This is an optimization exercise on Yosys and OpenROAD, whose aim is small area, not a production implementation. Function was checked by simulation only, so behaviour that the tests miss may differ from the original. Power is estimated from default activity; no workload was simulated.

Setup of north:
==> flow/design.v (excerpt) <==
module frameSource (
  input  wire                 CLK,
  input  wire                 RST,
  input  wire                 nimIn,
  input  wire                 regTrigger,
  input  wire  [FRAMES_W-1:0] frameCount,
  input  wire                 txFull,
  output wire                 nimOut,
  output wire                 txWr,
  output wire  [BYTE_W-1:0]   txData
);
Size: about 210 flip-flops.
==> flow/config.mk <==
export PLATFORM = sky130hd
export DESIGN_NAME = frameSource
export DESIGN_NICKNAME = frameSource
export VERILOG_FILES = /design/flow/design.v
export SDC_FILE = /design/flow/constraint.sdc
export NUM_CORES = 4
export LEC_CHECK = 0
export CAP_MARGIN = 20
export CORE_MARGIN = 2
export CORE_UTILIZATION = 70
export CTS_BUF_LIST = sky130_fd_sc_hd__clkbuf_4
export SLEW_MARGIN = 20
==> flow/constraint.sdc <==
create_clock -name core_clock -period 5.0 [get_ports {CLK}]
set_input_delay 1.0000 -clock core_clock [delete_from_list [all_inputs] [get_ports {CLK}]]
set_output_delay 1.0000 -clock core_clock [all_outputs]
set_load 0.01 [all_outputs]
run.sh (not shown) runs the stock make flow with config.mk's settings and CLKGATE_MAP_FILE= SYNTH_SCRIPT=/design/flow/synth_recipe.tcl, a recipe that flattens the netlist after the stock synthesis.
north: PASS, flow complete, no timing, DRC or antenna violations
diff inputs: north => south
Settings: CTS_BUF_LIST removed (was sky130_fd_sc_hd__clkbuf_4); CORE_UTILIZATION changed from 70 to 40.
- Per the final summary, south finished and its layout is clean on timing, DRC and antenna.
- Compare south and north | worst slew margin relative to its limit lower: north
- For the global-route usage over all layers, south came in 13 points lower than north did.
- Across both runs, power in the clock group was higher for south than for north.
- Between north and south, the flow reports wire length decreasing by a little under 10%.
- Summed area of non-filler cells in the final layout deteriorates in south relative to north.
#### Input delta (east over south)
Settings: CORE_UTILIZATION now 70, was 40.
[summary]
Delta (east minus south): met3 wire length shows an increase of about 60%, final instance area shows a reduction of 2.8%. Note that the total clock buffers created by CTS recorded for east amounts to 0.913 times the value seen in south. east: done, clean on timing, DRC and antenna. Diff south -> east | reported leakage power | decrease of 1.6%. [compare] base=south new=east: overall power fell by 0.15 mW, first-iteration DRC count rose by 280, max-cap check violation count stayed essentially flat, post-route clock period utilization rose by 1.3 points. east — largest voltage drop on the vdd net about 32% higher, south as reference.


Setup of run A:
Another version of the RTL of frameSource (not shown whole).
For scale: about 600 cells after synthesis, ~7700 um^2 of cells after synthesis.
==> flow/config.mk <==
export PLATFORM = sky130hd
export DESIGN_NAME = frameSource
export DESIGN_NICKNAME = frameSource
export VERILOG_FILES = /design/flow/design.v
export SDC_FILE = /design/flow/constraint.sdc
export NUM_CORES = 4
export LEC_CHECK = 0
export CAP_MARGIN = 0
export CORE_MARGIN = 2
export CORE_UTILIZATION = 80
export GPL_TIMING_DRIVEN = 0
export SLEW_MARGIN = 0
==> flow/constraint.sdc <==
create_clock -name core_clock -period 5.0 [get_ports {CLK}]
set_input_delay 1.0000 -clock core_clock [delete_from_list [all_inputs] [get_ports {CLK}]]
set_output_delay 1.0000 -clock core_clock [all_outputs]
set_load 0.01 [all_outputs]
standard.sh (not shown) runs the stock make flow with config.mk's settings and CLKGATE_MAP_FILE= SYNTH_SCRIPT=/design/flow/synth_recipe.tcl, a recipe that flattens the netlist after the stock synthesis.
==> flow/flow/run.sh <==
#!/bin/bash
# The standard synthesis; then the combinational logic is mapped again
# for area (ABC &deepsyn from a few seeds, the smallest result is kept;
# registers, their names and cell types are kept as blackboxes); then
# the standard layout with the clock tree options (no dummy loads,
# bigger sink clusters) and port buffer cell below.
set -euo pipefail
source flow/opts.sh
bash standard.sh synth > synth.log 2>&1

R=orfs/results/$FLOW_PLATFORM/frameSource/base
LIB=$FLOW_HOME/platforms/sky130hd/lib/sky130_fd_sc_hd__tt_025C_1v80.lib
cp $R/1_2_yosys.v std_netlist.v
SEQ=$(grep -oE '^\s*sky130_fd_sc_hd__(df|edf|sdf|dl|conb)\w*' std_netlist.v | sort -u | tr -d ' ' | tr '\n' ' ')
DU=$(sed 's/^/-dont_use /' flow/dont_use.txt | tr '\n' ' ')
for S in $RESYN_SEEDS; do
  sed "s/@SEED@/$S/; s/@TIME@/$RESYN_TIME/" flow/area.abc > area_$S.abc
  cat > resyn_$S.ys <<EOT
read_liberty -ignore_miss_func $LIB
read_verilog std_netlist.v
hierarchy -top $FLOW_TOP
blackbox $SEQ
flatten
opt -purge
techmap
opt -purge
abc -script area_$S.abc -liberty $LIB $DU
setundef -zero
splitnets
opt_clean -purge
hilomap -singleton -hicell sky130_fd_sc_hd__conb_1 HI -locell sky130_fd_sc_hd__conb_1 LO
insbuf -buf sky130_fd_sc_hd__buf_4 A X
opt_clean -purge
tee -o resyn_$S.stat stat -liberty $LIB
write_verilog -noexpr -noattr -nohex -nodec resyn_$S.v
EOT
  yosys -s resyn_$S.ys > resyn_$S.log 2>&1 &
done
wait
BEST=$(for S in $RESYN_SEEDS; do echo "$(grep 'Chip area' resyn_$S.stat | awk '{print $NF}') $S"; done | sort -g | head -1 | awk '{print $2}')
echo "resyn areas: $(grep -h 'Chip area' resyn_*.stat | awk '{print $NF}' | tr '\n' ' '); kept seed $BEST" > resyn_choice.log
cp resyn_$BEST.v $R/1_2_yosys.v
touch $R/1_2_yosys.v

export CTS_ARGS="-sink_clustering_enable -repair_clock_nets -dont_use_dummy_load $CTS_OPTS"
export BUFFER_PORTS_ARGS="-buffer_cell sky130_fd_sc_hd__buf_1"
bash standard.sh > layout.log 2>&1
==> flow/flow/opts.sh <==
CTS_OPTS="-buf_list sky130_fd_sc_hd__clkbuf_4 -sink_clustering_size 10 -sink_clustering_max_diameter 40"
RESYN_SEEDS="0 1 2 3"
RESYN_TIME=60
Other scripts of this flow, unchanged in this note and not shown: flow/flow/area.abc, flow/flow/dont_use.txt
Both conditions hold for run A: the flow ran to the end and the final layout passed the timing, design-rule and antenna checks.
## Diff of input files: run B against run A
==> flow/flow/opts.sh <==
CTS_OPTS="-buf_list sky130_fd_sc_hd__clkbuf_8 -sink_clustering_size 18 -sink_clustering_max_diameter 60 -root_buf sky130_fd_sc_hd__clkbuf_16"
RESYN_SEEDS="0 1 2 3"
RESYN_TIME=60
- Core util | run B vs run A | run B higher
- Run B has completed all stages; timing, DRC and antenna checks passed.
- Run B against run A: hold slack comparable, share of power burned in the clock network climbed 2.2 points.
- Between run A and run B, the combined area of the multi-input logic cells figures differ only marginally.
Input changes introduced in run C (baseline for comparison: run B):
# run B
export LEC_CHECK = 0
export CAP_MARGIN = 0
export CORE_MARGIN = 2
export CORE_UTILIZATION = 80
export GPL_TIMING_DRIVEN = 0
export SLEW_MARGIN = 0
create_clock -name core_clock -period 5.0 [get_ports {CLK}]
# run C
export LEC_CHECK = 0
export CAP_MARGIN = 0
export CORE_MARGIN = 2
export CORE_UTILIZATION = 70
export GPL_TIMING_DRIVEN = 0
export SLEW_MARGIN = 0
create_clock -name core_clock -period 5.0 [get_ports {CLK}]
==> flow/flow/opts.sh <==
CTS_OPTS="-buf_list sky130_fd_sc_hd__clkbuf_8 -sink_clustering_size 18 -sink_clustering_max_diameter 60"
RESYN_SEEDS="0 1 2 3"
RESYN_TIME=60
## What came out
Any difference in share of cell area taken by multi-input logic gates between run C and run B is small enough to ignore.
Run C vs. run B: core utilization went down by 13 points.
Compared with run B, run C shows total power that has gone down by a few percent.
Largest voltage drop on the vdd net is higher on run C
Run B -> run C: overall routed net length decreased by a little under 10%


## P
Another version of the RTL of frameSource (not shown whole).
For scale: roughly 600 cells after synthesis, ~23 I/O pins, about 7800 sq um of cells after synthesis.
==> flow/config.mk <==
export PLATFORM = sky130hd
export DESIGN_NAME = frameSource
export DESIGN_NICKNAME = frameSource
export VERILOG_FILES = /design/flow/design.v
export SDC_FILE = /design/flow/constraint.sdc
export NUM_CORES = 4
export LEC_CHECK = 0
export CAP_MARGIN = 20
export CORE_MARGIN = 2
export CORE_UTILIZATION = 70
export SLEW_MARGIN = 20
==> flow/constraint.sdc <==
create_clock -name core_clock -period 5.0 [get_ports {CLK}]
set_input_delay 1.0000 -clock core_clock [delete_from_list [all_inputs] [get_ports {CLK}]]
set_output_delay 1.0000 -clock core_clock [all_outputs]
set_load 0.01 [all_outputs]
==> flow/flow/area.abc <==
&get -n
&st
&deepsyn -S @SEED@ -T @TIME@
&dch -f
&nf -R 1000
&put
==> flow/flow/dont_use.txt <==
sky130_fd_sc_hd__probe_p_8
sky130_fd_sc_hd__probec_p_8
sky130_fd_sc_hd__lpflow_bleeder_1
sky130_fd_sc_hd__lpflow_clkbufkapwr_1
sky130_fd_sc_hd__lpflow_clkbufkapwr_16
sky130_fd_sc_hd__lpflow_clkbufkapwr_2
sky130_fd_sc_hd__lpflow_clkbufkapwr_4
sky130_fd_sc_hd__lpflow_clkbufkapwr_8
sky130_fd_sc_hd__lpflow_clkinvkapwr_1
sky130_fd_sc_hd__lpflow_clkinvkapwr_16
sky130_fd_sc_hd__lpflow_clkinvkapwr_2
sky130_fd_sc_hd__lpflow_clkinvkapwr_4
sky130_fd_sc_hd__lpflow_clkinvkapwr_8
sky130_fd_sc_hd__lpflow_decapkapwr_12
sky130_fd_sc_hd__lpflow_decapkapwr_3
sky130_fd_sc_hd__lpflow_decapkapwr_4
sky130_fd_sc_hd__lpflow_decapkapwr_6
sky130_fd_sc_hd__lpflow_decapkapwr_8
sky130_fd_sc_hd__lpflow_inputiso0n_1
sky130_fd_sc_hd__lpflow_inputiso0p_1
sky130_fd_sc_hd__lpflow_inputiso1n_1
sky130_fd_sc_hd__lpflow_inputiso1p_1
sky130_fd_sc_hd__lpflow_inputisolatch_1
sky130_fd_sc_hd__lpflow_isobufsrc_1
sky130_fd_sc_hd__lpflow_isobufsrc_16
sky130_fd_sc_hd__lpflow_isobufsrc_2
sky130_fd_sc_hd__lpflow_isobufsrc_4
sky130_fd_sc_hd__lpflow_isobufsrc_8
sky130_fd_sc_hd__lpflow_isobufsrckapwr_16
sky130_fd_sc_hd__lpflow_lsbuf_lh_hl_isowell_tap_1
sky130_fd_sc_hd__lpflow_lsbuf_lh_hl_isowell_tap_2
sky130_fd_sc_hd__lpflow_lsbuf_lh_hl_isowell_tap_4
sky130_fd_sc_hd__lpflow_lsbuf_lh_isowell_4
sky130_fd_sc_hd__lpflow_lsbuf_lh_isowell_tap_1
sky130_fd_sc_hd__lpflow_lsbuf_lh_isowell_tap_2
sky130_fd_sc_hd__lpflow_lsbuf_lh_isowell_tap_4
sky130_fd_sc_hd__fill_1
sky130_fd_sc_hd__fill_2
sky130_fd_sc_hd__fill_4
sky130_fd_sc_hd__fill_8
==> flow/flow/opts.sh <==
CTS_OPTS="-buf_list sky130_fd_sc_hd__clkbuf_16 -sink_clustering_size 30 -sink_clustering_max_diameter 70"
RESYN_SEEDS="0 1 2 3"
RESYN_TIME=60
Scripts as last shown in full above: flow/flow/run.sh
P: no failed stages, no open violations at the end
Setup changes, P to Q
==> flow/flow/opts.sh <==
CTS_OPTS="-buf_list sky130_fd_sc_hd__clkbuf_8 -sink_clustering_size 20 -sink_clustering_max_diameter 60"
RESYN_SEEDS="0 1 2 3"
RESYN_TIME=60
Findings:
Q closes out successfully: all stages finished, all timing, DRC and antenna checks passed. Overall power consumption improves in Q relative to P. More vias were needed by P than by Q. There was hardly any difference in number of global-route vias before repair between P and Q. Where post-layout minimum cycle time is concerned, P is better than Q.


JK:
Another version of the RTL of frameSource (not shown whole).
Size: about 23 I/O pins, about 6800 um^2 of cells after synthesis.
clock: 5.0 ns
lec_check: 0
cap_margin: 0
core_margin: 2
core_utilization: 70
gpl_timing_driven: 0
slew_margin: 0
==> flow/flow/run.sh <==
#!/bin/bash
# The standard synthesis; then the combinational logic is mapped again
# for area (ABC &deepsyn from a few seeds, the smallest result is kept;
# registers, their names and cell types are kept as blackboxes); then
# the standard layout with the clock tree options (no dummy loads,
# bigger sink clusters) and port buffer cell below.
set -euo pipefail
source flow/opts.sh
bash standard.sh synth > synth.log 2>&1

R=orfs/results/$FLOW_PLATFORM/frameSource/base
LIB=$FLOW_HOME/platforms/sky130hd/lib/sky130_fd_sc_hd__tt_025C_1v80.lib
cp $R/1_2_yosys.v std_netlist.v
SEQ=$(grep -oE '^\s*sky130_fd_sc_hd__(df|edf|sdf|dl|conb)\w*' std_netlist.v | sort -u | tr -d ' ' | tr '\n' ' ')
DU=$(sed 's/^/-dont_use /' flow/dont_use.txt | tr '\n' ' ')
# each candidate is a dash-separated list of deepsyn seeds, one per round
run_candidate() {
  local C=$1
  : > area_$C.abc
  for S in ${C//-/ }; do
    sed "s/@SEED@/$S/; s/@TIME@/$RESYN_TIME/" flow/area.abc >> area_$C.abc
  done
  cat > resyn_$C.ys <<EOT
read_liberty -ignore_miss_func $LIB
read_verilog std_netlist.v
hierarchy -top $FLOW_TOP
blackbox $SEQ
flatten
opt -purge
techmap
opt -purge
abc -script area_$C.abc -liberty $LIB $DU
setundef -zero
splitnets
opt_clean -purge
hilomap -singleton -hicell sky130_fd_sc_hd__conb_1 HI -locell sky130_fd_sc_hd__conb_1 LO
insbuf -buf sky130_fd_sc_hd__buf_4 A X
opt_clean -purge
tee -o resyn_$C.stat stat -liberty $LIB
write_verilog -noexpr -noattr -nohex -nodec resyn_$C.v
EOT
  yosys -s resyn_$C.ys > resyn_$C.log 2>&1
}
for BATCH in "${RESYN_BATCHES[@]}"; do
  for C in $BATCH; do run_candidate $C & done
  wait
done
ALL=$(for B in "${RESYN_BATCHES[@]}"; do echo $B; done | tr ' ' '\n')
BEST=$(for C in $ALL; do echo "$(grep 'Chip area' resyn_$C.stat | awk '{print $NF}') $C"; done | sort -g | head -1 | awk '{print $2}')
for C in $ALL; do echo "$C $(grep 'Chip area' resyn_$C.stat | awk '{print $NF}')"; done > resyn_choice.log
echo "kept $BEST" >> resyn_choice.log
cp resyn_$BEST.v $R/1_2_yosys.v
touch $R/1_2_yosys.v

export CTS_ARGS="-sink_clustering_enable -repair_clock_nets -dont_use_dummy_load $CTS_OPTS"
export BUFFER_PORTS_ARGS="-buffer_cell sky130_fd_sc_hd__buf_1"
bash standard.sh > layout.log 2>&1
==> flow/flow/opts.sh <==
CTS_OPTS="-buf_list sky130_fd_sc_hd__clkbuf_8 -sink_clustering_size 18 -sink_clustering_max_diameter 60"
RESYN_BATCHES=("1 2 0 3" "1-2 2-1 0-4 3-5")
RESYN_TIME=30
Scripts as last shown in full above: flow/flow/area.abc, flow/flow/dont_use.txt
Every stage of the flow completed for JK, and the final layout passed the timing, design-rule and antenna checks.
For MS, these inputs were changed with respect to JK:
# JK
export LEC_CHECK = 0
export CAP_MARGIN = 0
export CORE_MARGIN = 2
export CORE_UTILIZATION = 70
export GPL_TIMING_DRIVEN = 0
export SLEW_MARGIN = 0
create_clock -name core_clock -period 5.0 [get_ports {CLK}]
# MS
export LEC_CHECK = 0
export CAP_MARGIN = 0
export CORE_MARGIN = 2
export CORE_UTILIZATION = 80
export GPL_TIMING_DRIVEN = 0
export SLEW_MARGIN = 0
create_clock -name core_clock -period 5.0 [get_ports {CLK}]
Results
Instance count after placement with tap cells included on MS is down relative to JK.
[compare] base=JK new=MS: layout sequential cell count comparable; final standard cell area without fillers now smaller; share of power burned in combinational logic now larger; amount of wire on met2 after detailed routing now larger.
Summary of MS over JK: routed metal-1 wire length went up; post-detailed-placement cell area lower.
The proportion of cell area occupied by registers of MS is higher than that of JK.
From JK to MS the numbers moved as follows: maximum VDD drop went up; overall power consumption has increased.
Layout overhead on the synthesized area in MS vs JK: down 0.44 points
diff inputs: MS => AL
==> flow/flow/opts.sh <==
CTS_OPTS="-buf_list sky130_fd_sc_hd__clkbuf_8 -sink_clustering_size 18 -sink_clustering_max_diameter 60"
RESYN_BATCHES=("1 2 0 3" "4 5 6 7" "1-2 2-1 0-4 3-5")
RESYN_TIME=30
==> comparison <==
Comparing AL against MS, there is no change at all in sequential share of layout area.
Comparing MS against AL, there is no change at all in largest net degree at the start of global routing.
From MS to AL the numbers moved as follows: via count closely matched the old numbers, area growth from synthesis to final layout closely matched the old numbers, post-route worst hold slack closely matched the old numbers, global-route usage over all layers closely matched the old numbers.
Comparing MS against AL, there is no change at all in inverter count of the layout excluding clock inverters.
Per the comparison of AL with MS, largest vdd supply drop saw little to no change; per-cell via count in the routed design flat.

-- separate check: timing with driven ports --
The results above use ideal ports. As a check the final layouts listed here were re-extracted and re-timed, cells and wires unchanged. Step 1: set_driving_cell puts a clkbuf_16 on CLK and a buf_2 on each other input, an assumption about the parent block. Step 2 also shifts input and output timing later by t, the mid clock arrival at the registers, as if the neighbouring blocks saw the same clock. Three values: ideal, step 1, step 2; two values: the first two.
run | t (ns) | setup slack, ns | latest minus earliest clock arrival (ns)
north | 0.683 | 0.199 / 0.166 / 0.720 | 0.027 / 0.027
south | 0.538 | 0.272 / 0.227 / 0.765 | 0.015 / 0.015
east | 0.520 | 0.206 / 0.164 / 0.684 | 0.010 / 0.010
run A | 0.611 | 0.489 / 0.461 / 1.072 | 0.055 / 0.054
run B | 0.475 | 0.537 / 0.500 / 0.974 | 0.042 / 0.041
run C | 0.506 | 0.687 / 0.651 / 1.156 | 0.021 / 0.021
P | 0.471 | 0.595 / 0.554 / 1.025 | 0.057 / 0.057
Q | 0.510 | 0.484 / 0.445 / 0.956 | 0.071 / 0.071
JK | 0.510 | 0.522 / 0.536 / 0.029 | 0.049 / 0.049
MS | 0.499 | 0.404 / 0.387 / -0.086 | 0.032 / 0.033
AL | 0.499 | 0.404 / 0.387 / -0.086 | 0.032 / 0.033
With both steps, setup timing fails in MS and AL, where it was met with ideal ports. For JK, which loses most, drivers alone change the setup slack by +0.014 ns; drivers and shift together by -0.493 ns.
